Background: an optimization exercise with open tools, aiming at small area. Do not read the settings as production practice. Where RTL was checked, it was by simulation tests only, not by an equivalence proof against the original. Power and IR drop assume default switching activity.

== v6 ==
// vector_unit_top
module vector_unit_top (
    input  logic                  clk_i,
    input  logic                  rst_n_i,
    input  logic                  wb_cyc_i,
    input  logic                  wb_stb_i,
    input  logic                  wb_we_i,
    input  logic [5-1:0] wb_adr_i,
    input  logic [32-1:0] wb_dat_i,
    input  logic [3:0]            wb_sel_i,
    output logic [32-1:0] wb_dat_o,
    output logic                  wb_ack_o
);
export LEC_CHECK = 0
export CAP_MARGIN = 20
export CORE_MARGIN = 2
export CORE_UTILIZATION = 40
export CTS_BUF_LIST = sky130_fd_sc_hd__clkbuf_4 sky130_fd_sc_hd__clkbuf_8
export CTS_CLUSTER_DIAMETER = 100
export CTS_CLUSTER_SIZE = 40
export SLEW_MARGIN = 20
create_clock -name core_clock -period 5.0 [get_ports {clk_i}]
standard.sh (not shown) runs the stock make flow with config.mk's settings and CLKGATE_MAP_FILE= SYNTH_SCRIPT=/design/flow/synth_recipe.tcl, a recipe that flattens the netlist after the stock synthesis.
==> flow/flow/run.sh <==
#!/bin/bash
# Layout flow: the standard ORFS flow, with three changes in how the
# layout is made:
#  - synthesis maps the logic with the ABC script in flow/abc.script (the
#    rest of the synthesis script is ORFS's own, unchanged);
#  - the port buffers are sky130_fd_sc_hd__buf_1 cells;
#  - extra make variables from flow/make_args.txt, one per line.
# Each tool's full output goes to a log file in this folder.
set -euo pipefail
HERE=$PWD
FLOWDIR=$HERE/flow

# Synthesis script: the standard flow's, sourcing ORFS's synth.tcl with the ABC script
# swapped for ours
sed "/source \$::env(SCRIPTS_DIR)\/synth_preamble.tcl/a set abc_args [lreplace \$abc_args 1 1 $FLOWDIR/abc.script]" \
    "$FLOW_HOME/scripts/synth.tcl" > "$HERE/synth_own.tcl"
sed "s|source \$::env(SCRIPTS_DIR)/synth.tcl|source $HERE/synth_own.tcl|" \
    "$HERE/synth_recipe.tcl" > "$HERE/synth_recipe_own.tcl"
grep -q "synth_own.tcl" "$HERE/synth_recipe_own.tcl"
grep -q "abc.script" "$HERE/synth_own.tcl"

args=(SYNTH_SCRIPT="$HERE/synth_recipe_own.tcl"
      "BUFFER_PORTS_ARGS=-buffer_cell sky130_fd_sc_hd__buf_1")
if [[ -f "$FLOWDIR/make_args.txt" ]]; then
    while IFS= read -r line; do
        [[ -n "$line" ]] && args+=("$line")
    done < "$FLOWDIR/make_args.txt"
fi
bash "$HERE/standard.sh" "${args[@]}" finish > "$HERE/standard.log" 2>&1
==> flow/flow/abc.script <==
strash
dch -f
amap
topo
stime -c
==> flow/flow/make_args.txt <==
ADDER_MAP_FILE=
Changes in v7 relative to v6:
--- a/flow/design.v
+++ b/flow/design.v
@@ -37,14 +37,15 @@
     output logic [32-1:0] wb_dat_o,
     output logic                  wb_ack_o
 );
     logic [31:0] opa_q, opb_q, res_q;
     logic [3:0]  op_q;
     logic [1:0]  es_q;
     logic [3:0]  cl_q;
+    logic        e8r_q;
     logic        a_vld, b_vld, c_vld, r_vld;
     logic req, a_opa, a_opb, a_ctrl, a_res, a_stat;
     assign req    = wb_cyc_i && wb_stb_i && !wb_ack_o;
     assign a_opa  = (wb_adr_i == 5'h00);
     assign a_opb  = (wb_adr_i == 5'h04);
     assign a_ctrl = (wb_adr_i == 5'h08);
     assign a_res  = (wb_adr_i == 5'h0C);
@@ -82,36 +83,41 @@
         if (wr_ctrl) begin
             op_q <= wb_dat_i[3:0];
             es_q <= wb_dat_i[5:4];
         end
         if (pass2_q) begin
             res_q <= res_d;
             cl_q  <= clamp_b;
+            e8r_q <= e8;
         end else if (run) begin
             res_q <= sh & {32{a_vld}};
         end
     end
     logic       sel_a, sel_b, sel_r, sel_c, sel_s;
-    logic [3:0] sel_rk, sel_rc, fill_rd;
+    logic [3:0] sel_rk, sel_rc, fill_rd, top_rd, top7_rd;
     assign sel_a = a_opa  && a_vld;
     assign sel_b = a_opb  && b_vld;
     assign sel_r = a_res  && r_vld;
     assign sel_c = a_ctrl && c_vld;
     assign sel_s = a_stat && r_vld;
     assign sel_rk  = {4{sel_r}} & ~cl_q;
     assign sel_rc  = {4{sel_r}} & cl_q;
     always_comb begin
-        for (int j = 0; j < 4; j++) fill_rd[j] = sel_rc[j] && res_q[8*j+6];
+        for (int j = 0; j < 4; j++) begin
+            logic lmsb;
+            if (j % 2 == 1) lmsb = res_q[8*j+7];
+            else            lmsb = e8r_q ? res_q[8*j+7] : res_q[8*j+15];
+            top_rd[j]  = e8r_q || (j % 2 == 1);
+            fill_rd[j] = sel_rc[j] && lmsb;
+            top7_rd[j] = sel_rc[j] && (top_rd[j] ? !lmsb : lmsb);
+        end
         for (int i = 0; i < 32; i++) begin
-            if (i % 8 < 6)
-                wb_dat_o[i] = (sel_a && opa_q[i]) || (sel_b && opb_q[i]) ||
-                              (sel_rk[i/8] && res_q[i]) || fill_rd[i/8];
-            else
-                wb_dat_o[i] = (sel_a && opa_q[i]) || (sel_b && opb_q[i]) ||
-                              (sel_r && res_q[i]);
+            wb_dat_o[i] = (sel_a && opa_q[i]) || (sel_b && opb_q[i]) ||
+                          (sel_rk[i/8] && res_q[i]) ||
+                          ((i % 8 == 7) ? top7_rd[i/8] : fill_rd[i/8]);
         end
         wb_dat_o[5:0] = wb_dat_o[5:0] | ({6{sel_c}} & {es_q, op_q});
         wb_dat_o[1]   = wb_dat_o[1] | (sel_s && (|cl_q));
     end
     logic e8, is_add, neg, left, sat, rnd, logical, sub, satadd;
     assign e8      = (es_q == 2'b00);
     assign is_add  = op_q[3];
@@ -260,16 +266,14 @@
                 bmsb[j] = e8 ? bb[8*j+7]  : bb[8*j+15];
                 smsb[j] = e8 ? sum[8*j+7] : sum[8*j+15];
             end
             clamp_b[j] = (satadd && (amsb[j] == bmsb[j]) && (smsb[j] != amsb[j])) ||
                          lost_q[j];
         end
         for (int i = 0; i < 32; i++) begin
-            if (clamp_b[i/8] && (i % 8 == 7))
-                res_d[i] = top_b[i/8] ? lsign[i/8] : !lsign[i/8];
-            else if (clamp_b[i/8] && (i % 8 == 6))
+            if ((i % 8 == 7) && top_b[i/8] && lost_q[i/8])
                 res_d[i] = !lsign[i/8];
             else
                 res_d[i] = sum[i];
         end
     end
 endmodule
[summary]
- v7 reached the end of the flow, and the finished layout is clean on the timing, DRC and antenna checks.
- From v6 to v7 the numbers moved as follows: worst setup slack increased by 78 ps relative to the old numbers; maximum frequency picked up an extra 3.8 MHz; total power consumption of the routed design saw little to no change; number of sinks driven by the clock tree moved up; signed area change from the synthesized netlist to the final layout dropped 2.7 points.
- Delta (v7 minus v6): clock-pin slew of the registers on the worst-case setup and hold paths shows an increase of 20 ps, parity-gate share of the synthesized area counting xor and xnor cells shows an increase of 0.52 points.
Function not checked in v6: the RTL went through the layout flow alone.

## re-timing with driven ports
No port has a modelled driver above. Below, the same layouts with a new extraction and two added sets of constraints. Step 1, drivers: a clkbuf_16 drives clk_i and a buf_2 each remaining input, both assumed. Step 2 also shifts input and output timing later by t, the mid clock arrival at the registers, as if the neighbouring blocks saw the same clock. Slacks: no drivers / after step 1 / after step 2; pairs: no drivers / after step 1.
run | shift t [ns] | setup slack, ns | worst slew at a driven data input, ns
v6 | 0.499 | 0.399 / 0.399 / 0.399 | 0.03
v7 | 0.510 | 0.477 / 0.477 / 0.477 | 0.04
After both steps every run listed still meets setup and hold.
